Source: an optimization exercise on an open RTL-to-GDS flow (aim: small area, a short achievable clock period and few clock cycles per item). Production flows keep margins and buffers that such runs may drop. Where RTL was checked, it was by simulation tests only, not by an equivalence proof against the original. Only the layout flow was run in run 6; the RTL was not checked for function there. Power is estimated from default activity; no workload was simulated.

==> design.v <==
module cakeLane
#(
	parameter bit FallsDown = 1'b1,
	parameter logic [1:0] Speed = 2'd1,
	parameter logic [53:0] StartY = '0,
	parameter int NumWrap = 6,
	parameter logic [17:0] WrapOrder = '0
)(
	input logic update,
	input logic rst,
	input logic step,
	input logic [9:0] pixelY,
	input logic qLoad,
	input logic qYHigh,
	output logic [5:0] rowHit
);
	localparam int CakesPerLane = 6;
	localparam int Ring = 480 / Speed;
	localparam int CakeSize = 20;
	localparam int MovesW = $clog2(Ring);
	logic [MovesW-1:0] moves;
	logic [7:0] drift;
	logic [2:0] wraps;
	logic [CakesPerLane-1:0] wrapped;
	logic atEdge;
	logic [8:0] ringY;
	logic [9:0] driftY;
	logic [8:0] ringYNext;
	logic [9:0] driftYNext;
	cakeRowAdd #(.W(9)) ringAdd (
		.a(pixelY[8:0]),
		.b(FallsDown ? ~(9'(moves) * 9'(Speed)) : 9'(moves) * 9'(Speed)),
		.cin(FallsDown),
		.sum(ringYNext)
	);
	cakeRowAdd #(.W(10)) driftAdd (
		.a(pixelY),
		.b({1'b0, drift, 1'b0}),
		.cin(1'b0),
		.sum(driftYNext)
	);
	always_ff @(posedge update)
	begin
		if (qLoad)
		begin
			ringY <= ringYNext;
			driftY <= driftYNext;
		end
	end
	function automatic logic inWindow9(input logic [8:0] pos, input int lo);
		int a;
		int b;
		a = (lo + 1) % 512;
		b = (lo + CakeSize - 1) % 512;
		if (a <= b)
			inWindow9 = (pos >= 9'(a)) && (pos <= 9'(b));
		else
			inWindow9 = (pos >= 9'(a)) || (pos <= 9'(b));
	endfunction
	function automatic logic inWindow10(input logic [9:0] pos, input int lo);
		int a;
		int b;
		a = (lo + 1) % 1024;
		b = (lo + CakeSize - 1) % 1024;
		if (a <= b)
			inWindow10 = (pos >= 10'(a)) && (pos <= 10'(b));
		else
			inWindow10 = (pos >= 10'(a)) || (pos <= 10'(b));
	endfunction
	function automatic int edgeMoves(input int w);
		int k;
		k = int'(StartY[9*WrapOrder[3*w +: 3] +: 9]) / int'(Speed);
		edgeMoves = FallsDown ? Ring - k : k;
	endfunction
	function automatic int wrapRank(input int c);
		wrapRank = CakesPerLane;
		for (int w = 0; w < NumWrap; w++)
			if (int'(WrapOrder[3*w +: 3]) == c)
				wrapRank = w;
	endfunction
	always_comb
	begin
		atEdge = 1'b0;
		for (int w = 0; w < NumWrap; w++)
			if (wraps == 3'(w) && moves == MovesW'(edgeMoves(w)))
				atEdge = 1'b1;
	end
	always_comb
	begin
		for (int c = 0; c < CakesPerLane; c++)
		begin
			int s;
			s = int'(StartY[9*c +: 9]);
			wrapped[c] = (wraps > 3'(wrapRank(c)));
			if (Speed != 2'd1 && s % 2 == 1)
				rowHit[c] = ({drift, 1'b0} > 9'(s)) ? inWindow10(driftY, s + 512) : inWindow10(driftY, s);
			else if (wrapped[c])
				rowHit[c] = !qYHigh && inWindow9(ringY, FallsDown ? s + 32 : s + 512 - 32);
			else
				rowHit[c] = !qYHigh && inWindow9(ringY, s);
		end
	end
	always_ff @(posedge update)
	begin
		if (rst)
		begin
			moves <= '0;
			drift <= '0;
			wraps <= '0;
		end
		else if (step)
		begin
			if (atEdge)
				wraps <= wraps + 3'd1;
			else
			begin
				if (moves == MovesW'(Ring - 1))
				begin
					moves <= '0;
					wraps <= '0;
				end
				else
					moves <= moves + MovesW'(1);
				drift <= drift + 8'd1;
			end
		end
	end
endmodule
module cakeRowAdd
#(
	parameter int W = 12
)(
	input logic [W-1:0] a,
	input logic [W-1:0] b,
	input logic cin,
	output logic [W-1:0] sum
);
	logic [W-1:0] p0;
	logic [W-1:0] g;
	logic [W-1:0] p;
	always_comb
	begin
		p0 = a ^ b;
		g = a & b;
		p = p0;
		g[0] = g[0] | (p0[0] & cin);
		for (int d = 1; d < W; d = 2 * d)
			for (int i = W - 1; i >= d; i--)
			begin
				g[i] = g[i] | (p[i] & g[i-d]);
				p[i] = p[i] & p[i-d];
			end
		sum[0] = p0[0] ^ cin;
		for (int i = 1; i < W; i++)
			sum[i] = p0[i] ^ g[i-1];
	end
endmodule
module pixelQueryFifo
(
	input logic update,
	input logic rst,
	input logic pixelReq,
	input logic [9:0] pixelX,
	input logic [9:0] pixelY,
	output logic pixelAck,
	output logic qValid,
	output logic [3:0] qLane,
	output logic qYHigh,
	output logic qLoad,
	input logic qPop
);
	localparam int CakeSize = 20;
	localparam logic [39:0] LaneX = {10'd510, 10'd240, 10'd100, 10'd65};
	logic push;
	logic [3:0] inLane;
	assign qLoad = !qValid;
	assign push = pixelReq && !pixelAck && qLoad;
	always_comb
	begin
		for (int l = 0; l < 4; l++)
			inLane[l] = (pixelX > LaneX[10*l +: 10]) && ({1'b0, pixelX} < {1'b0, LaneX[10*l +: 10]} + 11'(CakeSize));
	end
	always_ff @(posedge update)
	begin
		if (rst)
		begin
			pixelAck <= 1'b0;
			qValid <= 1'b0;
		end
		else
		begin
			if (push)
				pixelAck <= 1'b1;
			else if (!pixelReq)
				pixelAck <= 1'b0;
			if (push)
				qValid <= 1'b1;
			else if (qPop)
				qValid <= 1'b0;
		end
	end
	always_ff @(posedge update)
	begin
		if (qLoad)
		begin
			qLane <= inLane;
			qYHigh <= pixelY[9];
		end
	end
endmodule
module cakeHitTester
(
	input logic update,
	input logic rst,
	input logic qValid,
	input logic [3:0] qLane,
	output logic qPop,
	input logic [23:0] rowHit,
	output logic hitReq,
	output logic [23:0] hitMask,
	input logic hitAck
);
	localparam int NumLanes = 4;
	localparam int CakesPerLane = 6;
	logic [23:0] hitNow;
	always_comb
	begin
		for (int l = 0; l < NumLanes; l++)
			for (int c = 0; c < CakesPerLane; c++)
				hitNow[l * CakesPerLane + c] = qLane[l] && rowHit[l * CakesPerLane + c];
	end
	assign qPop = qValid && !hitReq && !hitAck;
	always_ff @(posedge update)
	begin
		if (rst)
			hitReq <= 1'b0;
		else if (qPop)
			hitReq <= 1'b1;
		else if (hitAck)
			hitReq <= 1'b0;
	end
	always_ff @(posedge update)
	begin
		if (!hitReq)
			hitMask <= hitNow;
	end
endmodule
module cakeField
(
	input logic update,
	input logic rst,
	input logic step,
	input logic pixelReq,
	input logic [9:0] pixelX,
	input logic [9:0] pixelY,
	output logic pixelAck,
	output logic hitReq,
	output logic [23:0] hitMask,
	input logic hitAck
);
	localparam int NumLanes = 4;
	localparam logic [3:0] LaneFallsDown = 4'b1001;
	localparam logic [7:0] LaneSpeed = {2'd1, 2'd2, 2'd1, 2'd1};
	localparam logic [215:0] LaneStartY = {
		{9'd400, 9'd330, 9'd255, 9'd200, 9'd100, 9'd20},
		{9'd375, 9'd350, 9'd210, 9'd180, 9'd75, 9'd25},
		{9'd440, 9'd340, 9'd290, 9'd220, 9'd150, 9'd50},
		{9'd450, 9'd370, 9'd290, 9'd200, 9'd150, 9'd70}
	};
	localparam logic [15:0] LaneNumWrap = {4'd6, 4'd3, 4'd6, 4'd6};
	localparam logic [71:0] LaneWrapOrder = {
		{3'd0, 3'd1, 3'd2, 3'd3, 3'd4, 3'd5},
		{3'd0, 3'd0, 3'd0, 3'd4, 3'd3, 3'd2},
		{3'd5, 3'd4, 3'd3, 3'd2, 3'd1, 3'd0},
		{3'd0, 3'd1, 3'd2, 3'd3, 3'd4, 3'd5}
	};
	logic [23:0] rowHit;
	logic qValid;
	logic [3:0] qLane;
	logic qYHigh;
	logic qLoad;
	logic qPop;
	for (genvar g = 0; g < NumLanes; g++)
	begin : gLane
		cakeLane #(
			.FallsDown(LaneFallsDown[g]),
			.Speed(LaneSpeed[2*g +: 2]),
			.StartY(LaneStartY[54*g +: 54]),
			.NumWrap(int'(LaneNumWrap[4*g +: 4])),
			.WrapOrder(LaneWrapOrder[18*g +: 18])
		) lane (
			.update(update),
			.rst(rst),
			.step(step),
			.pixelY(pixelY),
			.qLoad(qLoad),
			.qYHigh(qYHigh),
			.rowHit(rowHit[6*g +: 6])
		);
	end
	pixelQueryFifo queryFifo (
		.update(update),
		.rst(rst),
		.pixelReq(pixelReq),
		.pixelX(pixelX),
		.pixelY(pixelY),
		.pixelAck(pixelAck),
		.qValid(qValid),
		.qLane(qLane),
		.qYHigh(qYHigh),
		.qLoad(qLoad),
		.qPop(qPop)
	);
	cakeHitTester hitTester (
		.update(update),
		.rst(rst),
		.qValid(qValid),
		.qLane(qLane),
		.qPop(qPop),
		.rowHit(rowHit),
		.hitReq(hitReq),
		.hitMask(hitMask),
		.hitAck(hitAck)
	);
endmodule
==> run.sh <==
#!/bin/bash
# synth_recipe.tcl (not shown) runs the flow's synth.tcl, then flattens the netlist and writes it again
# the make line also repeats each setting of config.mk as NAME=value (left out here)
make -C /OpenROAD-flow-scripts/flow DESIGN_CONFIG=/design/flow/config.mk WORK_HOME=/design/flow/orfs CLKGATE_MAP_FILE= SYNTH_SCRIPT=/design/flow/synth_recipe.tcl finish
==> config.mk <==
export PLATFORM = sky130hd
export DESIGN_NAME = cakeField
export DESIGN_NICKNAME = cakeField
export VERILOG_FILES = /design/flow/design.v
export SDC_FILE = /design/flow/constraint.sdc
export NUM_CORES = 4
export LEC_CHECK = 0
export CAP_MARGIN = 20
export CORE_MARGIN = 2
export CORE_UTILIZATION = 40
export SLEW_MARGIN = 20
==> constraint.sdc <==
create_clock -name core_clock -period 4.5 [get_ports {update}]
set_input_delay 0.9000 -clock core_clock [delete_from_list [all_inputs] [get_ports {update}]]
set_output_delay 0.9000 -clock core_clock [all_outputs]
set_load 0.01 [all_outputs]
==> impl_metrics.env, run 1 <==
export IMPL_cpMaxStageDelayCell="clkdlybuf4s50_1"
export IMPL_timing_rr_start="gLane[0].lane.wraps[1]$_SDFFE_PP0P_"
export IMPL_n_antenna_cell=0
export IMPL_yosysTopAreaCell="edfxtp_1"
export IMPL_initial_core_util=0.405
export IMPL_cts_tree="yes"
export IMPL_p_leak_nw=3.89
export IMPL_synth_edf_count=74
export IMPL_setup_viol=0
export IMPL_fp_coreArea_um2=22600
export IMPL_drv_cap=0
export IMPL_rr_endpoint="gLane[0].lane.moves[0]$_SDFFE_PP0P_"
export IMPL_syn_num_nets=1131
export IMPL_synthAdderAreaFrac=0.109
export IMPL_critPathLaunch="pixelY[1]"
export IMPL_r2r_setup_slack_ns=2.08
export IMPL_synth_most_common_cell="nor2_1"
export IMPL_relSlewSlack=0.362
export IMPL_required_ns=4.67
export IMPL_worstMarginPinSlew_ns=0.949
export IMPL_syn_to_final_growth_pct=14.8
export IMPL_path_depth=10
export IMPL_tns_ns=0
export IMPL_cts_htree_levels=4
export IMPL_dr_pass1_iters=5
export IMPL_dp_hpwl_mm=15.6
export IMPL_nNetsFinal=1158
export IMPL_cp_max_fo=8
export IMPL_clock_path_buffers=2
export IMPL_netlist_top_cells_area="edfxtp_1 (24%), dfxtp_1 (13%), ha_1 (9.8%)"
export IMPL_cts_buffers=17
export IMPL_synth_seq_cells=132
export IMPL_postCtsSetupBuffers=0
export IMPL_cts_sinks=132
export IMPL_peakVddDrop_mv=0.235
export IMPL_hold_violations=0
export IMPL_crit_type="in2reg"
export IMPL_utilization=0.465
export IMPL_ys_seq_area_frac=0.370
export IMPL_synth_top_family_by_area="simple AND/OR/NAND/NOR gates"
export IMPL_synth_avg_cell_area_um2=8.89
export IMPL_fmax_mhz=319
export IMPL_worstSetupStartpointType="primary input"
export IMPL_reg2reg_depth=8
export IMPL_placed_cells=1321
export IMPL_grt_max_degree=46
export IMPL_row_count=55
export IMPL_min_period_over_period=0.696
export IMPL_drt_initial_drc_count=440
export IMPL_crit_arrival_ns=3.30
export IMPL_grt_pass1_wl_mm=35.7
export IMPL_async_reset_ff_frac=0
export IMPL_routedWlPerCell_um=16.3
export IMPL_cp_common_cell="inv_1"
export IMPL_endpoint="gLane[2].lane.driftY[9]$_DFFE_PN_"
export IMPL_end_kind="flip-flop"
export IMPL_outcome="no timing/DRC/antenna violations"
export IMPL_clock_root_buffer="clkbuf_16"
export IMPL_ys_types=74
export IMPL_fin_cells=1354
export IMPL_rsz0062_at_grt="no"
export IMPL_routed_wirelength_mm=22.0
export IMPL_synth_cells=1029
export IMPL_synthFlopType="edfxtp_1"
export IMPL_design_die_area_um2=24100
export IMPL_path_clk_slew_ns=0.06
export IMPL_path_delay_family="buffers and inverters"
export IMPL_pin_count=51
export IMPL_netlist_area_leader_share=0.243
export IMPL_min_period_ns=3.13
export IMPL_insertion_delay_ns=0.42
export IMPL_yosys_warnings=8
export IMPL_drive_above_1_share=0.0468
export IMPL_io_buffers=50
export IMPL_max_stage_delay_ns=0.71
export IMPL_fin_skew_ns=0.00756
export IMPL_syn_area_um2=9150
export IMPL_place_congestion=0.867
export IMPL_path_cells="clkdlybuf4s50_1, ha_1, inv_1, fa_1, inv_1, a21o_1, a21oi_1, o21ai_1, o41a_1, xor2_1"
export IMPL_synth_xor_area_frac=0.0603
export IMPL_routed_via_density=5.62
export IMPL_p_per_area_nw_per_um2=327
export IMPL_grt_pass1_vias=6985
export IMPL_power_mw=3.43
export IMPL_postRouteAntennaNets=0
export IMPL_synthSimpleGateAreaFrac=0.225
export IMPL_synth_common_cells="nor2_1 (89), nand2_1 (75), edfxtp_1 (74)"
export IMPL_synth_compound_area_frac=0.173
export IMPL_die_w_um=155
export IMPL_antenna_found_initial=0
export IMPL_overflow=0
export IMPL_drc=0
export IMPL_cts_hold_buffers=0
export IMPL_dr_total_vias=7606
export IMPL_path_buf_inv=3
export IMPL_muxShareOfSynthArea=0.0133
export IMPL_grt_util_all_layers=0.184
export IMPL_min_path_type="reg2reg"
export IMPL_slew_violations=0
export IMPL_cts_resized=0
export IMPL_fp_dieH_um=155
==> kinds of logic after synthesis <==
group                    after synthesis
AND/OR/NAND/NOR                      391
AO/OA/AOI/OAI                        236
flip-flops                           132
buffers and inverters                118
adder cells (fa/ha/maj)               77
XOR/XNOR                              63
multiplexers                          12
==> metrics by stage <==
| stage | hold WS, ns | area [um2] | setup slack [ns] |
|---|---|---|---|
| 5_1_grt | 0.542 | 10500 | 1.25 |
| 4_1_cts | 0.497 | 10500 | 1.37 |
| 2_1_floorplan | 0.450 | 9150 | 1.82 |
| 3_5_place_dp | 0.489 | 9850 | 0.950 |
| 3_3_place_gp | 0.476 | 9850 | 0.959 |
| 6_report | 0.495 | 10500 | 1.37 |
==> how the worst min path moves through the flow <==
| stage | from | endpoint | slack [ns] | depth (start not counted) |
|---|---|---|---|---|
| floorplan | queryFifo.qValid$_SDFFE_PP0P_ | queryFifo.qValid$_SDFFE_PP0P_ | 0.45 | 2 |
| global placement | queryFifo.qValid$_SDFFE_PP0P_ | queryFifo.qValid$_SDFFE_PP0P_ | 0.48 | 2 |
| detailed placement | queryFifo.qValid$_SDFFE_PP0P_ | queryFifo.qValid$_SDFFE_PP0P_ | 0.49 | 2 |
| CTS | queryFifo.qValid$_SDFFE_PP0P_ | queryFifo.qValid$_SDFFE_PP0P_ | 0.50 | 2 |
| global route | queryFifo.qValid$_SDFFE_PP0P_ | queryFifo.qValid$_SDFFE_PP0P_ | 0.54 | 2 |
| finish | queryFifo.qValid$_SDFFE_PP0P_ | queryFifo.qValid$_SDFFE_PP0P_ | 0.49 | 2 |
==> registers in the layout, indices dropped and copies added, names as in the netlist, 4 cells and up <==
register,cells
gLane.lane.drift,8
gLane.lane.driftY,10
gLane.lane.moves,35
gLane.lane.ringY,35
gLane.lane.wraps,12
hitTester.hitMask,24
queryFifo.qLane,4
==> cell type report <==
type,count,area [um2]
Sequential cell,132,3380
Tap cell,285,357
Clock inverter,14,185
Fill cell,2183,12100
Inverter,70,263
Clock buffer,18,439
Timing Repair Buffer,56,558
Multi-Input combinational cell,779,5320
==> power by group <==
group | total [mW] | leakage, nW | switching [mW] | internal, mW
registers | 1.51 | 1.28 | 0.136 | 1.37
logic | 0.444 | 2.32 | 0.240 | 0.203
clock network | 1.48 | 0.293 | 0.546 | 0.937
total | 3.43 | 3.89 | 0.922 | 2.51
==> worst min-delay path: stages (launching register included) <==
cell and delay, ns:
dfxtp_1 0.32, o21ai_0 0.07, a21oi_1 0.06
==> cell usage in the layout, fill, tap and decap left out, types with 10 or more instances in the layout <==
master / count
nor2_1: 89
nand2_1: 75
edfxtp_1: 74
ha_1: 72
inv_1: 64
dfxtp_1: 58
a21oi_1: 55
nor3_1: 51
clkdlybuf4s50_1: 49
xnor2_1: 45
nand3_1: 27
o21ai_0: 26
nand4_1: 25
o21ai_1: 22
xor2_1: 18
clkbuf_16: 18
and3_1: 17
nor2b_1: 16
a21o_1: 15
nor4_1: 15
a31oi_1: 13
o31ai_1: 13
mux2i_1: 11
nand3b_1: 10
==> per-layer routing <==
metal  track usage  part of all wire  up-vias
met5             0                 0        -
met4        0.0625             0.018        0
met3        0.0337             0.043       24
met2         0.292              0.45      170
met1         0.255              0.49     3559
li1              -                 -     3853
Testbench counts, summed over its fixed seeds: cycles 6,904, queries 3,072.
==> run 2, diff against run 1 <==
==> flow/run.sh (new file) <==
#!/bin/bash
# Own layout flow: the standard flow, with the port buffers made from
# plain buffers (the standard flow picks a slow delay cell for them) and
# with the resizer free to swap a cell for one of another footprint.
# Synthesis is the standard one, run unchanged.
set -euo pipefail
bash standard.sh synth > synth.log 2>&1
bash standard.sh \
	"BUFFER_PORTS_ARGS=-buffer_cell sky130_fd_sc_hd__buf_4" \
	MATCH_CELL_FOOTPRINT=0 \
	finish > layout.log 2>&1
==> standard.sh (new file) <==
#!/bin/bash
# synth_recipe.tcl (not shown) runs the flow's synth.tcl, then flattens the netlist and writes it again
# the make line also repeats each setting of config.mk as NAME=value (left out here)
make -C /OpenROAD-flow-scripts/flow DESIGN_CONFIG=/design/flow/config.mk WORK_HOME=/design/flow/orfs CLKGATE_MAP_FILE= SYNTH_SCRIPT=/design/flow/synth_recipe.tcl "${@:-finish}"
--- a/config.mk
+++ b/config.mk
@@ -9,3 +9,4 @@
 export CORE_MARGIN = 2
 export CORE_UTILIZATION = 40
+export SETUP_SLACK_MARGIN = 0
 export SLEW_MARGIN = 20
removed: run.sh
==> run 2 against run 1 <==
- still clean
- sequential share of layout area grew 0.68 points
- die area is the same
- clock power fell by about 10%
- non-clock buffer count down 4
- flip-flop and latch count did not move
- critical path depth unchanged
- worst setup slack improved by 0.51 ns
- clock-buffer cell count is 12 higher
- global-route usage fell by 0.15 points
- highest routed layer unchanged
==> impl_metrics.env, run 2 <==
export IMPL_design_die_area_um2=24100
export IMPL_synth_cells=1029
export IMPL_dp_hpwl_mm=15.3
export IMPL_layout_setup_ws_ns=1.88
export IMPL_end_kind="flip-flop"
export IMPL_regArea_um2=3380
export IMPL_overflow=0
export IMPL_syn_num_nets=1131
export IMPL_yosys_warnings=8
export IMPL_antenna_found_initial=0
export IMPL_fmax_mhz=382
export IMPL_rr_endpoint="gLane[0].lane.moves[0]$_SDFFE_PP0P_"
export IMPL_min_period_ns=2.62
export IMPL_muxShareOfSynthArea=0.0133
export IMPL_utilization=0.456
export IMPL_n_antenna_cell=0
export IMPL_routed_wirelength_mm=21.5
export IMPL_cts_hold_buffers=0
export IMPL_async_reset_ff_frac=0
export IMPL_syn_area_um2=9150
export IMPL_grt_util_all_layers=0.183
export IMPL_nNetsFinal=1154
export IMPL_routed_via_density=5.66
export IMPL_syn_to_final_growth_pct=12.4
export IMPL_netlist_top_cells_area="edfxtp_1 (24%), dfxtp_1 (13%), ha_1 (9.8%)"
export IMPL_p_per_area_nw_per_um2=318
export IMPL_final_cell_mix="nor2_1 (89), nand2_1 (75), edfxtp_1 (74)"
export IMPL_cts_htree_levels=4
export IMPL_p_leak_nw=3.92
export IMPL_synth_avg_cell_area_um2=8.89
export IMPL_ys_types=74
export IMPL_drive_above_1_share=0.0845
export IMPL_pwr_share_clk=0.408
export IMPL_intPower_mw=2.39
export IMPL_r2r_setup_slack_ns=2.10
export IMPL_reg2reg_depth=8
export IMPL_netSwitchingFraction=0.268
export IMPL_hold_violations=0
export IMPL_path_clk_slew_ns=0.06
export IMPL_crit_type="in2reg"
export IMPL_place_congestion=0.885
export IMPL_outcome="no timing/DRC/antenna violations"
export IMPL_synth_xor_area_frac=0.0603
export IMPL_place_ws_ns=1.51
export IMPL_min_path_type="reg2reg"
export IMPL_tns_ns=0
export IMPL_pwr_share_seq=0.461
export IMPL_die_w_um=155
export IMPL_cts_buffers=17
export IMPL_fin_cells=1350
export IMPL_initial_core_util=0.405
export IMPL_grt_pass1_wl_mm=35.3
export IMPL_routedWlPerCell_um=15.9
export IMPL_clock_path_buffers=2
export IMPL_nFillCells=2192
export IMPL_cts_resized=0
export IMPL_dr_total_vias=7646
export IMPL_insertion_delay_ns=0.42
export IMPL_drv_cap=0
export IMPL_cts_tree="yes"
export IMPL_clock_root_buffer="clkbuf_16"
export IMPL_postRouteAntennaNets=0
export IMPL_multi_input_comb_area_um2=5330
export IMPL_synthAdderAreaFrac=0.109
export IMPL_p_sw_mw=0.877
export IMPL_final_common_cell="nor2_1"
export IMPL_fp_coreArea_um2=22600
export IMPL_postCtsSetupBuffers=0
export IMPL_critPathLaunch="pixelY[0]"
export IMPL_io_buffers=50
export IMPL_ys_seq_area_frac=0.370
export IMPL_whs_path_depth=2
export IMPL_grt_pass1_vias=7027
export IMPL_relSlewSlack=0.413
export IMPL_crit_arrival_ns=2.77
export IMPL_timing_rr_start="gLane[0].lane.wraps[1]$_SDFFE_PP0P_"
export IMPL_fin_skew_ns=0.0112
export IMPL_synthFlopType="edfxtp_1"
export IMPL_placed_cells=1318
export IMPL_dr_pass1_iters=5
export IMPL_placed_cell_area_um2=9710
export IMPL_drc=0
export IMPL_netlist_area_leader_share=0.243
export IMPL_synth_top_family_by_area="simple AND/OR/NAND/NOR gates"
export IMPL_fp_dieH_um=155
export IMPL_row_count=55
export IMPL_synth_most_common_cell="nor2_1"
export IMPL_rsz0062_at_grt="no"
export IMPL_setup_viol=0
export IMPL_worstSetupStartpointType="primary input"
export IMPL_pin_count=51
export IMPL_synthSimpleGateAreaFrac=0.225
export IMPL_synth_compound_area_frac=0.173
export IMPL_slew_violations=0
export IMPL_top_regs="gLane.lane.moves (35), gLane.lane.ringY (35), hitTester.hitMask (24)"
export IMPL_fin_area_um2=10300
export IMPL_holdPathEnd="queryFifo.qValid$_SDFFE_PP0P_"
export IMPL_worstMarginPinSlew_ns=0.881
export IMPL_hp_start="queryFifo.qValid$_SDFFE_PP0P_"
export IMPL_synth_seq_cells=132
export IMPL_synth_common_cells="nor2_1 (89), nand2_1 (75), edfxtp_1 (74)"
export IMPL_peakVddDrop_mv=0.248
export IMPL_synth_edf_count=74
export IMPL_drt_initial_drc_count=467
export IMPL_yosysTopAreaCell="edfxtp_1"
export IMPL_combPwrFrac=0.131
export IMPL_min_period_over_period=0.582
export IMPL_cp_max_fo=3
export IMPL_cts_sinks=132
export IMPL_grt_max_degree=60
export IMPL_required_ns=4.65
[run 2: how the worst max path moves through the flow]
stage | to | slack [ns] | depth (start not counted)
after detailed placement | gLane[3].lane.ringY[8]$_DFFE_PN_ | 1.51 | 10
after floorplan | gLane[3].lane.ringY[8]$_DFFE_PN_ | 1.82 | 9
after CTS | gLane[0].lane.ringY[8]$_DFFE_PN_ | 1.94 | 10
after global routing | gLane[3].lane.ringY[8]$_DFFE_PN_ | 1.79 | 10
final | gLane[0].lane.ringY[8]$_DFFE_PN_ | 1.88 | 10
after global placement | gLane[3].lane.ringY[8]$_DFFE_PN_ | 1.55 | 10
[run 2: area by class of cell]
| class | count | area share |
|---|---|---|
| Multi-Input combinational cell | 779 | 0.518 |
| Clock buffer | 30 | 0.0541 |
| Tap cell | 285 | 0.0347 |
| Timing Repair Buffer | 52 | 0.0380 |
| Inverter | 70 | 0.0257 |
| Clock inverter | 2 | 0.000973 |
| Sequential cell | 132 | 0.329 |
[run 2: layer usage]
layer	part of all wire	track usage	vias to the layer above
met5	0	0	-
met4	0.024	0.0695	0
met3	0.040	0.0312	33
met2	0.46	0.288	185
met1	0.48	0.252	3571
li1	-	-	3857
[run 2: cells by family after synthesis]
kind of cell	after synthesis
AND/OR/NAND/NOR	391
AO/OA/AOI/OAI	236
XOR/XNOR	63
multiplexers	12
adder cells (fa/ha/maj)	77
buffers and inverters	118
flip-flops	132
[run 2: worst max-delay path, stage by stage]
cell and delay (ns):
buf_4 0.13, inv_1 0.09, ha_1 0.15, inv_1 0.06, fa_1 0.42, a21o_1 0.17
a21oi_1 0.22, o21ai_1 0.13, o41ai_1 0.36, xnor2_1 0.14
[run 2: power by group through the flow]
stage / logic (mW) / clock network [mW] / registers (mW)
3_3_place_gp: 0.423 / 0 / 1.53
4_1_cts: 0.429 / 1.37 / 1.50
5_1_grt: 0.480 / 1.41 / 1.52
6_report: 0.428 / 1.33 / 1.51
2_1_floorplan: 0.352 / 0 / 1.46
3_5_place_dp: 0.427 / 0 / 1.53
[run 2: stage by stage]
step	hold WS (ns)	power, mW
6_report	0.487	3.27
5_1_grt	0.536	3.42
4_1_cts	0.486	3.30
3_5_place_dp	0.479	1.96
3_3_place_gp	0.476	1.95
2_1_floorplan	0.450	1.81
==> run 3, diff against run 2 <==
--- a/config.mk
+++ b/config.mk
@@ -9,4 +9,4 @@
 export CORE_MARGIN = 2
 export CORE_UTILIZATION = 40
-export SETUP_SLACK_MARGIN = 0
+export SETUP_SLACK_MARGIN = 1.5
 export SLEW_MARGIN = 20
==> run 3 against run 2 <==
- first-iteration DRC count unchanged
- utilization unchanged
- sequential power about the same
- synthesized cell count stayed put
- register-to-register slack about the same
- worst setup slack unchanged
- synthesized area did not move
- still clean on timing, DRC and antenna
- via count unchanged
- non-clock buffer count is the same
==> impl_metrics.env, run 3 <==
export IMPL_die_w_um=155
export IMPL_cts_buffers=17
export IMPL_initial_core_util=0.405
export IMPL_syn_to_final_growth_pct=12.4
export IMPL_routed_via_density=5.66
export IMPL_p_sw_mw=0.877
export IMPL_cts_htree_levels=4
export IMPL_clock_path_buffers=2
export IMPL_hold_slack_ns=0.487
export IMPL_grt_util_all_layers=0.183
export IMPL_dr_pass1_iters=5
export IMPL_row_count=55
export IMPL_reg2reg_depth=8
export IMPL_slew_violations=0
export IMPL_postRouteAntennaNets=0
export IMPL_worstMarginPinSlew_ns=0.881
export IMPL_fin_area_um2=10300
export IMPL_hold_violations=0
export IMPL_netlist_top_cells_area="edfxtp_1 (24%), dfxtp_1 (13%), ha_1 (9.8%)"
export IMPL_grt_max_degree=60
export IMPL_rr_endpoint="gLane[0].lane.moves[0]$_SDFFE_PP0P_"
export IMPL_p_leak_nw=3.92
export IMPL_n_antenna_cell=0
export IMPL_setup_viol=0
export IMPL_r2r_setup_slack_ns=2.10
export IMPL_outcome="no timing/DRC/antenna violations"
export IMPL_endpoint="gLane[0].lane.ringY[8]$_DFFE_PN_"
export IMPL_intPower_mw=2.39
export IMPL_ys_seq_area_frac=0.370
export IMPL_top_regs="gLane.lane.moves (35), gLane.lane.ringY (35), hitTester.hitMask (24)"
export IMPL_io_buffers=50
export IMPL_min_period_over_period=0.582
export IMPL_syn_area_um2=9150
export IMPL_fp_dieH_um=155
export IMPL_synth_seq_cells=132
export IMPL_final_cell_mix="nor2_1 (89), nand2_1 (75), edfxtp_1 (74)"
export IMPL_pin_count=51
export IMPL_clock_root_buffer="clkbuf_16"
export IMPL_relSlewSlack=0.413
export IMPL_max_stage_delay_ns=0.42
export IMPL_end_kind="flip-flop"
export IMPL_drv_cap=0
export IMPL_syn_num_nets=1131
export IMPL_path_delay_family="compound AO/OA/AOI/OAI gates"
export IMPL_rsz0062_at_grt="no"
export IMPL_timing_rr_start="gLane[0].lane.wraps[1]$_SDFFE_PP0P_"
export IMPL_fin_skew_ns=0.0112
export IMPL_postCtsSetupBuffers=0
export IMPL_cpMaxStageDelayCell="fa_1"
export IMPL_tns_ns=0
export IMPL_grt_pass1_vias=7027
export IMPL_synth_avg_cell_area_um2=8.89
export IMPL_fmax_mhz=382
export IMPL_nNetsFinal=1154
export IMPL_required_ns=4.65
export IMPL_min_path_type="reg2reg"
export IMPL_async_reset_ff_frac=0
export IMPL_cts_sinks=132
export IMPL_critPathLaunch="pixelY[0]"
export IMPL_peakVddDrop_mv=0.248
export IMPL_overflow=0
export IMPL_grt_pass1_wl_mm=35.3
export IMPL_cp_max_fo=3
export IMPL_design_die_area_um2=24100
export IMPL_cts_hold_buffers=0
export IMPL_placed_cell_area_um2=9710
export IMPL_yosysTopAreaCell="edfxtp_1"
export IMPL_drt_initial_drc_count=467
export IMPL_dr_total_vias=7646
export IMPL_cp_common_cell="inv_1"
export IMPL_synthFlopType="edfxtp_1"
export IMPL_antenna_found_initial=0
export IMPL_synth_most_common_cell="nor2_1"
export IMPL_p_per_area_nw_per_um2=318
export IMPL_crit_arrival_ns=2.77
export IMPL_path_depth=10
export IMPL_cts_tree="yes"
export IMPL_drive_above_1_share=0.0845
export IMPL_synth_edf_count=74
export IMPL_path_cells="buf_4, inv_1, ha_1, inv_1, fa_1, a21o_1, a21oi_1, o21ai_1, o41ai_1, xnor2_1"
export IMPL_synth_cells=1029
export IMPL_routed_wirelength_mm=21.5
export IMPL_netlist_area_leader_share=0.243
export IMPL_crit_type="in2reg"
export IMPL_routedWlPerCell_um=15.9
export IMPL_insertion_delay_ns=0.42
export IMPL_cts_resized=0
export IMPL_final_common_cell="nor2_1"
export IMPL_drc=0
export IMPL_pwr_share_seq=0.461
export IMPL_worstSetupStartpointType="primary input"
export IMPL_fp_coreArea_um2=22600
export IMPL_netSwitchingFraction=0.268
export IMPL_synth_common_cells="nor2_1 (89), nand2_1 (75), edfxtp_1 (74)"
export IMPL_ys_types=74
export IMPL_yosys_warnings=8
export IMPL_path_clk_slew_ns=0.06
export IMPL_combPwrFrac=0.131
export IMPL_dp_hpwl_mm=15.3
export IMPL_pwr_share_clk=0.408
export IMPL_min_period_ns=2.62
export IMPL_place_congestion=0.885
export IMPL_path_buf_inv=3
run 3: worst min-delay path, cell delays in order (launching register included):
cell     delay [ns]
dfxtp_1        0.31
o21ai_0        0.07
a21oi_1        0.06
run 3: cells by family after synthesis:
| group | Yosys count | share of synthesized area |
|---|---|---|
| mux | 12 | 0.0133 |
| flops | 132 | 0.370 |
| buf+inv | 118 | 0.0492 |
| fa+ha+maj | 77 | 0.109 |
| xor+xnor | 63 | 0.0603 |
| compound gates | 236 | 0.173 |
| simple gates | 391 | 0.225 |
run 3: through the flow:
stage,instances,utilization,setup WS [ns],power [mW]
floorplan,1029,-,1.82,1.81
global placement,1318,0.430,1.55,1.95
detailed placement,1318,0.430,1.51,1.96
CTS,1350,0.455,1.94,3.30
global route,1350,0.456,1.79,3.42
finish,1350,0.456,1.88,3.27
run 3: worst min path at each step:
stage	startpoint	to	cells past startpoint
final	queryFifo.qValid$_SDFFE_PP0P_	queryFifo.qValid$_SDFFE_PP0P_	2
after global routing	queryFifo.qValid$_SDFFE_PP0P_	queryFifo.qValid$_SDFFE_PP0P_	2
after CTS	queryFifo.qValid$_SDFFE_PP0P_	queryFifo.qValid$_SDFFE_PP0P_	2
after detailed placement	queryFifo.qValid$_SDFFE_PP0P_	queryFifo.qValid$_SDFFE_PP0P_	2
after global placement	queryFifo.qValid$_SDFFE_PP0P_	queryFifo.qValid$_SDFFE_PP0P_	2
after floorplan	queryFifo.qValid$_SDFFE_PP0P_	queryFifo.qValid$_SDFFE_PP0P_	2
run 3: metal layers:
metal  up-vias  global-route usage  part of all wire
met5         -                   0                 0
li1       3857                   -                 -
met1      3571               0.252              0.48
met2       185               0.288              0.46
met3        33              0.0312             0.040
met4         0              0.0695             0.024
run 3: power groups by stage:
stage / registers [mW] / clock network [mW] / logic, mW
detailed placement: 1.53 / 0 / 0.427
finish: 1.51 / 1.33 / 0.428
floorplan: 1.46 / 0 / 0.352
CTS: 1.50 / 1.37 / 0.429
global placement: 1.53 / 0 / 0.423
global route: 1.52 / 1.41 / 0.480
run 3: final cells by class:
cell class              instances  area [um2]
clock inverters                 2        10.0
clock buffers                  30         557
multi-input cells             779        5330
fillers                      2192       12300
well taps                     285         357
flip-flops and latches        132        3380
inverters                      70         264
repair buffers                 52         390
==> run 4, diff against run 3 <==
--- a/config.mk
+++ b/config.mk
@@ -9,4 +9,4 @@
 export CORE_MARGIN = 2
 export CORE_UTILIZATION = 40
-export SETUP_SLACK_MARGIN = 1.5
+export SETUP_SLACK_MARGIN = 2.8
 export SLEW_MARGIN = 20
==> run 4 against run 3 <==
- still clean on timing, DRC and antenna
- sequential power is essentially flat
- flip-flop and latch count is the same
- synthesized area unchanged
- global-route usage grew 2.6 points
- final area up 28%
- clock skew down 0.0035 ns
- critical endpoint is now gLane[3].lane.ringY[7]$_DFFE_PN_
- largest power group is now the clock network
==> impl_metrics.env, run 4 <==
export IMPL_outcome="no timing/DRC/antenna violations"
export IMPL_postRouteAntennaNets=0
export IMPL_io_buffers=50
export IMPL_clock_path_buffers=2
export IMPL_antenna_found_initial=0
export IMPL_peakVddDrop_mv=0.230
export IMPL_required_ns=4.67
export IMPL_synth_common_cells="nor2_1 (89), nand2_1 (75), edfxtp_1 (74)"
export IMPL_yosys_warnings=8
export IMPL_synth_cells=1029
export IMPL_dp_hpwl_mm=16.2
export IMPL_dr_total_vias=8520
export IMPL_fin_skew_ns=0.00768
export IMPL_synth_avg_cell_area_um2=8.89
export IMPL_place_congestion=0.869
export IMPL_min_path_type="reg2reg"
export IMPL_async_reset_ff_frac=0
export IMPL_rr_endpoint="gLane[1].lane.moves[5]$_SDFFE_PP0P_"
export IMPL_nFillCells=1846
export IMPL_r2r_setup_slack_ns=2.44
export IMPL_crit_arrival_ns=2.39
export IMPL_final_cell_mix="buf_4 (144), nor2_1 (80), edfxtp_1 (74)"
export IMPL_combPwrFrac=0.190
export IMPL_dr_pass1_iters=5
export IMPL_max_stage_delay_ns=0.22
export IMPL_tns_ns=0
export IMPL_drive_above_1_share=0.392
export IMPL_synth_most_common_cell="nor2_1"
export IMPL_syn_to_final_growth_pct=44.2
export IMPL_endpoint="gLane[3].lane.ringY[7]$_DFFE_PN_"
export IMPL_drv_cap=0
export IMPL_nNetsFinal=1307
export IMPL_setup_viol=0
export IMPL_final_common_cell="buf_4"
export IMPL_netlist_area_leader_share=0.243
export IMPL_place_ws_ns=1.70
export IMPL_design_die_area_um2=24100
export IMPL_p_per_area_nw_per_um2=282
export IMPL_cts_tree="yes"
export IMPL_ys_seq_area_frac=0.370
export IMPL_intPower_mw=2.70
export IMPL_p_sw_mw=1.02
export IMPL_drc=0
export IMPL_crit_type="in2reg"
export IMPL_drt_initial_drc_count=672
export IMPL_n_antenna_cell=0
export IMPL_grt_max_degree=60
export IMPL_cpMaxStageDelayCell="a2bb2oi_2"
export IMPL_grtUsageMet3=0.0304
export IMPL_cts_htree_levels=4
export IMPL_power_mw=3.72
export IMPL_cts_sinks=132
export IMPL_worstMarginPinSlew_ns=0.512
export IMPL_timing_rr_start="gLane[1].lane.wraps[0]$_SDFFE_PP0P_"
export IMPL_routed_wirelength_mm=26.3
export IMPL_fp_dieH_um=155
export IMPL_yosysTopAreaCell="edfxtp_1"
export IMPL_insertion_delay_ns=0.42
export IMPL_pwr_share_seq=0.398
export IMPL_grt_pass1_vias=7967
export IMPL_rsz0062_at_grt="yes"
export IMPL_syn_num_nets=1131
export IMPL_layout_setup_ws_ns=2.27
export IMPL_row_count=55
export IMPL_initial_core_util=0.405
export IMPL_pin_count=51
export IMPL_clock_root_buffer="clkbuf_16"
export IMPL_grt_util_met1=0.259
export IMPL_whs_path_depth=2
export IMPL_grt_util_all_layers=0.209
export IMPL_end_kind="flip-flop"
export IMPL_die_w_um=155
export IMPL_path_cells="buf_16, buf_12, buf_4, buf_6, ha_4, a21o_1, a21oi_2, a2bb2oi_2, a211oi_2, xnor2_1"
export IMPL_synth_edf_count=74
export IMPL_hold_violations=0
export IMPL_critPathLaunch="pixelY[1]"
export IMPL_grt_busiest_layer="met2"
export IMPL_pwr_share_clk=0.412
export IMPL_worstSetupStartpointType="primary input"
export IMPL_path_clk_slew_ns=0.06
export IMPL_p_leak_nw=5.07
export IMPL_relSlewSlack=0.650
export IMPL_cts_buffers=17
export IMPL_overflow=0
export IMPL_ys_types=74
export IMPL_fp_coreArea_um2=22600
export IMPL_routedWlPerCell_um=17.5
export IMPL_fmax_mhz=449
export IMPL_cp_max_fo=5
export IMPL_reg2reg_depth=10
export IMPL_syn_area_um2=9150
export IMPL_grt_pass1_wl_mm=40.1
export IMPL_min_period_over_period=0.495
export IMPL_synthFlopType="edfxtp_1"
export IMPL_netlist_top_cells_area="edfxtp_1 (24%), dfxtp_1 (13%), ha_1 (9.8%)"
export IMPL_top_regs="gLane.lane.moves (35), gLane.lane.ringY (35), hitTester.hitMask (24)"
export IMPL_routed_via_density=5.67
export IMPL_slew_violations=0
export IMPL_min_period_ns=2.23
export IMPL_use_met2=0.367
export IMPL_synth_seq_cells=132
export IMPL_netSwitchingFraction=0.274
-- run 4: cells by family after synthesis --
kind of cell / after synthesis / synth area share
multiplexers: 12 / 0.0133
XOR/XNOR: 63 / 0.0603
adder cells (fa/ha/maj): 77 / 0.109
flip-flops: 132 / 0.370
buffers and inverters: 118 / 0.0492
AO/OA/AOI/OAI: 236 / 0.173
AND/OR/NAND/NOR: 391 / 0.225
-- run 4: layer usage --
layer  wire length, um  share of wire  vias to the layer above
met3               934          0.036                       50
li1                  -              -                     4159
met4               792          0.030                        0
met1             11500           0.44                     4063
met2             13000           0.50                      248
met5                 0              0                        -
-- run 4: final cells by class --
type / instances / area [um2] / share of cell area
well taps: 285 / 357 / 0.0270
multi-input cells: 780 / 6580 / 0.498
repair buffers: 204 / 1820 / 0.138
flip-flops and latches: 132 / 3480 / 0.264
inverters: 70 / 323 / 0.0245
clock buffers: 19 / 433 / 0.0328
clock inverters: 13 / 206 / 0.0156
-- run 4: repair_timing --
| action | CTS | global route |
|---|---|---|
| setup endpoints to repair | 114 | 123 |
| gates resized for setup | 157 | 100 |
| gates cloned | 3 | 0 |
| pin swaps | 88 | 71 |
| hold buffers | 0 | 0 |
| setup buffers | 86 | 63 |
-- run 4: critical path: cells and delay by family --
kind                       cells  cell delay [ns]
adders and majority gates      1             0.20
buffers and inverters          4             0.50
xor gates and xnor gates       1             0.14
AOI/OAI and AO/OA              4             0.66
-- run 4: per-stage QoR --
stage,utilization,hold slack (ns),instance area (um2),instances
after CTS,0.545,0.511,12300,1440
final,0.585,0.505,13200,1503
after global placement,0.457,0.495,10300,1318
after floorplan,-,0.471,9790,1029
after detailed placement,0.457,0.503,10300,1319
after global routing,0.585,0.536,13200,1503
-- run 4: power groups by stage --
stage	Clock, mW	Sequential [mW]	Combinational [mW]
after floorplan	0	1.46	0.381
after global placement	0	1.53	0.461
after detailed placement	0	1.53	0.466
after CTS	1.56	1.49	0.573
after global routing	1.61	1.49	0.770
final	1.53	1.48	0.705
-- run 4: worst min path at each step --
stage                                                     end  slack, ns                                start
after floorplan           gLane[0].lane.moves[1]$_SDFFE_PP0P_       0.47  gLane[0].lane.moves[1]$_SDFFE_PP0P_
after global placement    gLane[0].lane.moves[1]$_SDFFE_PP0P_       0.50  gLane[0].lane.moves[1]$_SDFFE_PP0P_
after detailed placement  gLane[0].lane.moves[1]$_SDFFE_PP0P_       0.50  gLane[0].lane.moves[1]$_SDFFE_PP0P_
after CTS                 gLane[0].lane.moves[1]$_SDFFE_PP0P_       0.51  gLane[0].lane.moves[1]$_SDFFE_PP0P_
after global routing          queryFifo.pixelAck$_SDFFE_PP0P_       0.54      queryFifo.pixelAck$_SDFFE_PP0P_
final                     gLane[0].lane.moves[1]$_SDFFE_PP0P_       0.50  gLane[0].lane.moves[1]$_SDFFE_PP0P_
==> run 5, diff against run 4 <==
--- a/config.mk
+++ b/config.mk
@@ -9,4 +9,4 @@
 export CORE_MARGIN = 2
 export CORE_UTILIZATION = 40
-export SETUP_SLACK_MARGIN = 2.8
+export SETUP_SLACK_MARGIN = 2.3
 export SLEW_MARGIN = 20
==> run 5 against run 4 <==
- die area is the same
- highest routed layer unchanged
- combinational power shrank 34%
- sequential share of layout area grew 4.7 points
- critical path type unchanged
- still clean
==> impl_metrics.env, run 5 <==
export IMPL_min_path_type="reg2reg"
export IMPL_p_leak_nw=4.16
export IMPL_antenna_found_initial=0
export IMPL_die_w_um=155
export IMPL_synth_common_cells="nor2_1 (89), nand2_1 (75), edfxtp_1 (74)"
export IMPL_drt_initial_drc_count=604
export IMPL_pin_count=51
export IMPL_drive_above_1_share=0.177
export IMPL_overflow=0
export IMPL_synth_edf_count=74
export IMPL_place_ws_ns=1.69
export IMPL_nNetsFinal=1177
export IMPL_yosys_warnings=8
export IMPL_cp_max_fo=3
export IMPL_syn_num_nets=1131
export IMPL_ys_seq_area_frac=0.370
export IMPL_async_reset_ff_frac=0
export IMPL_yosysTopAreaCell="edfxtp_1"
export IMPL_cts_hold_buffers=0
export IMPL_cts_htree_levels=4
export IMPL_clock_root_buffer="clkbuf_16"
export IMPL_cts_buffers=17
export IMPL_synth_seq_cells=132
export IMPL_path_clk_slew_ns=0.06
export IMPL_synth_avg_cell_area_um2=8.89
export IMPL_cts_tree="yes"
export IMPL_fin_skew_ns=0.00710
export IMPL_netlist_area_leader_share=0.243
export IMPL_grt_pass1_wl_mm=36.8
export IMPL_crit_type="in2reg"
export IMPL_synthFlopType="edfxtp_1"
export IMPL_relSlewSlack=0.531
export IMPL_dr_total_vias=7802
export IMPL_grt_pass1_vias=7374
export IMPL_postRouteAntennaNets=0
export IMPL_min_period_ns=2.25
export IMPL_nFillCells=2119
export IMPL_design_die_area_um2=24100
export IMPL_dp_hpwl_mm=16.0
export IMPL_placed_cell_area_um2=9880
export IMPL_final_common_cell="nor2_1"
export IMPL_r2r_setup_slack_ns=2.32
export IMPL_grt_util_all_layers=0.190
export IMPL_final_cell_mix="nor2_1 (87), nand2_1 (75), edfxtp_1 (74)"
export IMPL_insertion_delay_ns=0.42
export IMPL_n_antenna_cell=0
export IMPL_synth_cells=1029
export IMPL_rsz0062_at_grt="yes"
export IMPL_syn_area_um2=9150
export IMPL_grt_max_degree=60
export IMPL_layout_setup_ws_ns=2.25
export IMPL_p_per_area_nw_per_um2=320
export IMPL_worstMarginPinSlew_ns=0.702
export IMPL_drc=0
export IMPL_top_regs="gLane.lane.moves (35), gLane.lane.ringY (35), hitTester.hitMask (24)"
export IMPL_multi_input_comb_area_um2=5680
export IMPL_fp_dieH_um=155
export IMPL_crit_arrival_ns=2.41
export IMPL_setup_viol=0
export IMPL_tns_ns=0
export IMPL_initial_core_util=0.405
export IMPL_cts_sinks=132
export IMPL_place_congestion=0.868
export IMPL_required_ns=4.66
export IMPL_dr_pass1_iters=5
export IMPL_hold_violations=0
export IMPL_synth_most_common_cell="nor2_1"
export IMPL_drv_cap=0
export IMPL_peakVddDrop_mv=0.185
export IMPL_io_buffers=50
export IMPL_routed_wirelength_mm=23.0
export IMPL_end_kind="flip-flop"
export IMPL_slew_violations=0
export IMPL_syn_to_final_growth_pct=20.5
export IMPL_row_count=55
export IMPL_regArea_um2=3420
export IMPL_clock_path_buffers=2
export IMPL_power_mw=3.53
export IMPL_worstSetupStartpointType="primary input"
export IMPL_ys_types=74
export IMPL_min_period_over_period=0.500
export IMPL_fin_area_um2=11000
export IMPL_outcome="no timing/DRC/antenna violations"
export IMPL_netlist_top_cells_area="edfxtp_1 (24%), dfxtp_1 (13%), ha_1 (9.8%)"
export IMPL_routed_via_density=5.68
export IMPL_routedWlPerCell_um=16.8
export IMPL_fmax_mhz=445
export IMPL_fp_coreArea_um2=22600
-- run 5: cell counts after synthesis --
Identical to the previous run, type by type.
-- run 5: power breakdown --
group / total [mW] / internal (mW) / switching (mW)
clock network: 1.56 / 1.01 / 0.545
registers: 1.51 / 1.37 / 0.138
logic: 0.467 / 0.214 / 0.253
total: 3.53 / 2.59 / 0.935
-- run 5: cells by family after synthesis --
kind of cell,after synthesis,share of synthesized area
simple gates,391,0.225
fa+ha+maj,77,0.109
xor+xnor,63,0.0603
buf+inv,118,0.0492
flops,132,0.370
compound gates,236,0.173
mux,12,0.0133
-- run 5: metal layers --
layer / GRT usage / wire length [um]
met1: 0.262 / 11000
met5: 0 / 0
met4: 0.0765 / 628
met2: 0.297 / 10300
met3: 0.0326 / 1060
-- run 5: area by class of cell --
class / count / area share
Timing Repair Buffer: 74 / 0.0553
Tap cell: 285 / 0.0323
Inverter: 70 / 0.0269
Clock buffer: 19 / 0.0411
Clock inverter: 13 / 0.0186
Multi-Input combinational cell: 780 / 0.515
Sequential cell: 132 / 0.310
-- run 5: critical path, stage by stage --
cell       delay [ns]
buf_12           0.12
clkinv_16        0.04
ha_4             0.11
inv_2            0.04
fa_2             0.33
a21o_1           0.17
a21oi_2          0.15
o21ai_2          0.09
o41ai_2          0.32
xnor2_1          0.12
-- run 5: repair_timing --
action / in CTS / in global routing
setup endpoints to repair: 49 / 50
gates cloned: 0 / 1
setup buffers: 7 / 14
resized for setup: 17 / 58
pin swaps: 13 / 20
hold endpoints to repair: 0 / 0
-- run 5: metrics by stage --
step | hold slack [ns] | utilization | std cells
detailed placement | 0.490 | 0.438 | 1319
finish | 0.506 | 0.488 | 1373
floorplan | 0.450 | - | 1029
global placement | 0.471 | 0.438 | 1319
CTS | 0.498 | 0.473 | 1358
global route | 0.528 | 0.488 | 1373
-- run 5: final timing paths --
check | startpoint | end | cells after the start
setup reg to reg | gLane[1].lane.wraps[1]$_SDFFE_PP0P_ | gLane[1].lane.moves[0]$_SDFFE_PP0P_ | 8
setup / recovery | pixelY[0] | gLane[3].lane.ringY[8]$_DFFE_PN_ | 10
hold / removal | queryFifo.qValid$_SDFFE_PP0P_ | queryFifo.qValid$_SDFFE_PP0P_ | 2
hold reg to reg | queryFifo.qValid$_SDFFE_PP0P_ | queryFifo.qValid$_SDFFE_PP0P_ | 2
==> run 6, diff against run 5 <==
--- a/design.v
+++ b/design.v
@@ -24,4 +24,7 @@
 	logic [CakesPerLane-1:0] wrapped;
 	logic atEdge;
+	logic roundEnd;
+	logic [MovesW-1:0] movesUp;
+	logic [7:0] driftUp;
 	logic [8:0] ringY;
 	logic [9:0] driftY;
@@ -79,10 +82,13 @@
 				wrapRank = w;
 	endfunction
-	always_comb
-	begin
-		atEdge = 1'b0;
-		for (int w = 0; w < NumWrap; w++)
-			if (wraps == 3'(w) && moves == MovesW'(edgeMoves(w)))
-				atEdge = 1'b1;
+	assign movesUp[0] = !moves[0];
+	for (genvar i = 1; i < MovesW; i++)
+	begin : gMovesUp
+		assign movesUp[i] = moves[i] ^ (&moves[i-1:0]);
+	end
+	assign driftUp[0] = !drift[0];
+	for (genvar i = 1; i < 8; i++)
+	begin : gDriftUp
+		assign driftUp[i] = drift[i] ^ (&drift[i-1:0]);
 	end
 	always_comb
@@ -108,12 +114,17 @@
 			drift <= '0;
 			wraps <= '0;
+			atEdge <= 1'b0;
+			roundEnd <= 1'b0;
 		end
 		else if (step)
 		begin
 			if (atEdge)
+			begin
 				wraps <= wraps + 3'd1;
+				atEdge <= 1'b0;
+			end
 			else
 			begin
-				if (moves == MovesW'(Ring - 1))
+				if (roundEnd)
 				begin
 					moves <= '0;
@@ -121,6 +132,11 @@
 				end
 				else
-					moves <= moves + MovesW'(1);
-				drift <= drift + 8'd1;
+					moves <= movesUp;
+				drift <= driftUp;
+				atEdge <= 1'b0;
+				for (int w = 0; w < NumWrap; w++)
+					if (!roundEnd && wraps == 3'(w) && moves == MovesW'(edgeMoves(w) - 1))
+						atEdge <= 1'b1;
+				roundEnd <= !roundEnd && (moves == MovesW'(Ring - 2));
 			end
 		end
@@ -223,10 +239,12 @@
 	localparam int NumLanes = 4;
 	localparam int CakesPerLane = 6;
-	logic [23:0] hitNow;
+	logic [5:0] cakeNow;
+	logic [3:0] hitLane;
+	logic [5:0] hitCake;
 	always_comb
 	begin
+		cakeNow = '0;
 		for (int l = 0; l < NumLanes; l++)
-			for (int c = 0; c < CakesPerLane; c++)
-				hitNow[l * CakesPerLane + c] = qLane[l] && rowHit[l * CakesPerLane + c];
+			cakeNow = cakeNow | (qLane[l] ? rowHit[l * CakesPerLane +: CakesPerLane] : '0);
 	end
 	assign qPop = qValid && !hitReq && !hitAck;
@@ -243,5 +261,13 @@
 	begin
 		if (!hitReq)
-			hitMask <= hitNow;
+		begin
+			hitLane <= qLane;
+			hitCake <= cakeNow;
+		end
+	end
+	always_comb
+	begin
+		for (int l = 0; l < NumLanes; l++)
+			hitMask[l * CakesPerLane +: CakesPerLane] = hitLane[l] ? hitCake : '0;
 	end
 endmodule
==> run 6 against run 5 <==
- critical path type unchanged
- total power decreased by 2.5%
- global-route usage grew 0.42 points
- still clean
- synthesized cell count rose by 5.2%
- first-iteration DRC count is 12% higher
- critical path depth unchanged
- wire length rose by 2.9%
==> impl_metrics.env, run 6 <==
export IMPL_outcome="no timing/DRC/antenna violations"
export IMPL_synthFlopType="dfxtp_1"
export IMPL_ys_types=80
export IMPL_clock_path_buffers=2
export IMPL_dp_hpwl_mm=17.1
export IMPL_p_per_area_nw_per_um2=313
export IMPL_drv_cap=0
export IMPL_nNetsFinal=1261
export IMPL_path_depth=10
export IMPL_peakVddDrop_mv=0.260
export IMPL_relSlewSlack=0.516
export IMPL_routed_wirelength_mm=23.7
export IMPL_dr_total_vias=8112
export IMPL_p_leak_nw=4.23
export IMPL_synth_common_cells="nor2_1 (123), nand2_1 (96), ha_1 (83)"
export IMPL_top_regs="gLane.lane.moves (35), gLane.lane.ringY (35), gLane.lane.wraps (12)"
export IMPL_cts_buffers=17
export IMPL_final_common_cell="nor2_1"
export IMPL_tns_ns=0
export IMPL_routed_via_density=5.61
export IMPL_cts_sinks=126
export IMPL_rr_endpoint="hitTester.hitCake[5]$_DFFE_PN_"
export IMPL_grt_max_degree=54
export IMPL_max_stage_delay_ns=0.32
export IMPL_cts_tree="yes"
export IMPL_netlist_area_leader_share=0.195
export IMPL_io_buffers=50
export IMPL_synth_avg_cell_area_um2=8.52
export IMPL_netlist_top_cells_area="edfxtp_1 (20%), dfxtp_1 (14%), ha_1 (11%)"
export IMPL_synth_cells=1082
export IMPL_row_count=55
export IMPL_final_cell_mix="nor2_1 (122), nand2_1 (96), buf_4 (89)"
export IMPL_required_ns=4.68
export IMPL_setup_viol=0
export IMPL_die_w_um=156
export IMPL_pin_count=51
export IMPL_r2r_setup_slack_ns=2.36
export IMPL_reg2reg_depth=8
export IMPL_place_congestion=0.833
export IMPL_antenna_found_initial=0
export IMPL_rsz0062_at_grt="yes"
export IMPL_synth_edf_count=60
export IMPL_fin_cells=1446
export IMPL_slew_violations=0
export IMPL_dr_pass1_iters=5
export IMPL_path_cells="buf_8, ha_4, inv_2, fa_2, inv_1, a21o_1, a21oi_2, o21ai_2, o41a_1, xor2_1"
export IMPL_worstSetupStartpointType="primary input"
export IMPL_overflow=0
export IMPL_drc=0
export IMPL_worstMarginPinSlew_ns=0.727
export IMPL_cts_htree_levels=4
export IMPL_cp_max_fo=6
export IMPL_grt_util_all_layers=0.194
export IMPL_yosysTopAreaCell="edfxtp_1"
export IMPL_fmax_mhz=452
export IMPL_critPathLaunch="pixelY[1]"
export IMPL_grt_pass1_vias=7208
export IMPL_path_buf_inv=3
export IMPL_path_clk_slew_ns=0.06
export IMPL_design_die_area_um2=24300
export IMPL_path_delay_family="compound AO/OA/AOI/OAI gates"
export IMPL_insertion_delay_ns=0.43
export IMPL_nFillCells=2202
export IMPL_min_period_over_period=0.492
export IMPL_postRouteAntennaNets=0
export IMPL_routedWlPerCell_um=16.4
export IMPL_fin_skew_ns=0.00692
export IMPL_n_antenna_cell=0
export IMPL_synth_seq_cells=126
export IMPL_crit_arrival_ns=2.40
export IMPL_clock_root_buffer="clkbuf_16"
export IMPL_cts_hold_buffers=0
export IMPL_synth_most_common_cell="nor2_1"
export IMPL_yosys_warnings=8
export IMPL_min_period_ns=2.21
export IMPL_syn_num_nets=1195
export IMPL_fp_dieH_um=156
export IMPL_utilization=0.485
export IMPL_grt_pass1_wl_mm=37.2
export IMPL_initial_core_util=0.407
export IMPL_hold_violations=0
export IMPL_syn_area_um2=9220
export IMPL_ys_seq_area_frac=0.339
export IMPL_crit_type="in2reg"
export IMPL_endpoint="gLane[2].lane.driftY[9]$_DFFE_PN_"
export IMPL_drt_initial_drc_count=677
export IMPL_placed_cells=1376
export IMPL_timing_rr_start="gLane[3].lane.wraps[0]$_SDFFE_PP0P_"
export IMPL_fp_coreArea_um2=22600
export IMPL_power_mw=3.44
export IMPL_end_kind="flip-flop"
export IMPL_min_path_type="reg2reg"
export IMPL_syn_to_final_growth_pct=19.1
export IMPL_drive_above_1_share=0.161
export IMPL_async_reset_ff_frac=0
export IMPL_cpMaxStageDelayCell="o41a_1"
## run 6: power by group
| group | total [mW] | switching, mW | leakage, nW | internal [mW] |
|---|---|---|---|---|
| Clock | 1.45 | 0.526 | 0.285 | 0.922 |
| Sequential | 1.43 | 0.128 | 1.17 | 1.30 |
| Combinational | 0.565 | 0.304 | 2.78 | 0.261 |
## run 6: cell type report
type | count | area, um2 | share of cell area
timing repair buffer | 91 | 694 | 0.0632
inverter | 73 | 304 | 0.0277
clock buffer | 17 | 425 | 0.0387
tap | 285 | 357 | 0.0325
multi-input combinational | 839 | 5880 | 0.535
sequential | 126 | 3130 | 0.285
clock inverter | 15 | 196 | 0.0179
## run 6: stage by stage
| stage | hold slack, ns | worst slack (ns) | area [um2] |
|---|---|---|---|
| 6_report | 0.488 | 2.29 | 11000 |
| 5_1_grt | 0.526 | 2.22 | 11000 |
| 4_1_cts | 0.496 | 2.28 | 10700 |
| 3_5_place_dp | 0.488 | 1.75 | 9980 |
| 3_3_place_gp | 0.486 | 1.76 | 9980 |
| 2_1_floorplan | 0.450 | 2.04 | 9430 |
## run 6: cells by family (layout without fill, tap and decap cells)
logic type | after synthesis | in the layout | share of synthesized area
XOR/XNOR | 68 | 68 | 0.0646
buffers and inverters | 117 | 196 | 0.0520
AND/OR/NAND/NOR | 431 | 431 | 0.238
AO/OA/AOI/OAI | 244 | 244 | 0.174
multiplexers | 8 | 8 | 0.00923
flip-flops | 126 | 126 | 0.339
adder cells (fa/ha/maj) | 88 | 88 | 0.123
## run 6: worst min-delay path by stage
stage	slack (ns)	cells after the start	from	endpoint
2_1_floorplan	0.45	2	queryFifo.qValid$_SDFFE_PP0P_	queryFifo.qValid$_SDFFE_PP0P_
3_3_place_gp	0.49	2	queryFifo.qValid$_SDFFE_PP0P_	queryFifo.qValid$_SDFFE_PP0P_
3_5_place_dp	0.49	2	queryFifo.qValid$_SDFFE_PP0P_	queryFifo.qValid$_SDFFE_PP0P_
4_1_cts	0.50	2	queryFifo.qValid$_SDFFE_PP0P_	queryFifo.qValid$_SDFFE_PP0P_
5_1_grt	0.53	2	queryFifo.qValid$_SDFFE_PP0P_	queryFifo.qValid$_SDFFE_PP0P_
6_report	0.49	2	queryFifo.qValid$_SDFFE_PP0P_	queryFifo.qValid$_SDFFE_PP0P_
## run 6: routing by layer
metal,GRT usage,share of wire,vias to the layer above
li1,-,-,4047
met1,0.265,0.48,3764
met2,0.307,0.45,257
met3,0.0358,0.055,44
met4,0.0703,0.022,0
met5,0,0,-
## run 6: worst register-to-register path: cells and delay by family (launching register included)
family	cells	cell delay [ns]
fa+ha+maj	1	0.22
simple gates	1	0.18
buf+inv	1	0.08
mux	1	0.34
flops	1	0.37
compound gates	4	0.76
## run 6: repair_timing
action	4_1_cts	5_1_grt
gates resized for setup	11	13
pin swaps	7	7
buffers inserted	4	34
endpoints found under the setup margin	7	10

what the ideal ports hide:
No port has a modelled driver above. Below, the same layouts with a new extraction and two added sets of constraints. Step 1: set_driving_cell puts a clkbuf_16 on update and a buf_2 on each other input, an assumption about the parent block. Step 2 times the ports against the registers' clock, not the clock port: input delays grow and output delays shrink by t, the midpoint of the rising clock arrivals with the driver on. Three values: ideal, step 1, step 2; two values: the first two.
| run | shift t [ns] | setup slack, ns | worst hold slack (ns) |
|---|---|---|---|
| run 1 | 0.463 | 1.369 / 1.386 / 0.923 | 0.495 / 0.495 / 0.495 |
| run 2 | 0.459 | 1.883 / 1.902 / 1.443 | 0.487 / 0.487 / 0.487 |
| run 3 | 0.459 | 1.883 / 1.902 / 1.443 | 0.487 / 0.487 / 0.487 |
| run 4 | 0.468 | 2.275 / 2.262 / 1.794 | 0.505 / 0.505 / 0.505 |
| run 5 | 0.465 | 2.251 / 2.253 / 1.788 | 0.506 / 0.506 / 0.506 |
| run 6 | 0.470 | 2.286 / 2.279 / 1.810 | 0.488 / 0.488 / 0.488 |
After both steps setup and hold are still met in every run listed. For run 4, which loses most, drivers alone change the setup slack by -0.013 ns; drivers and shift together by -0.481 ns.
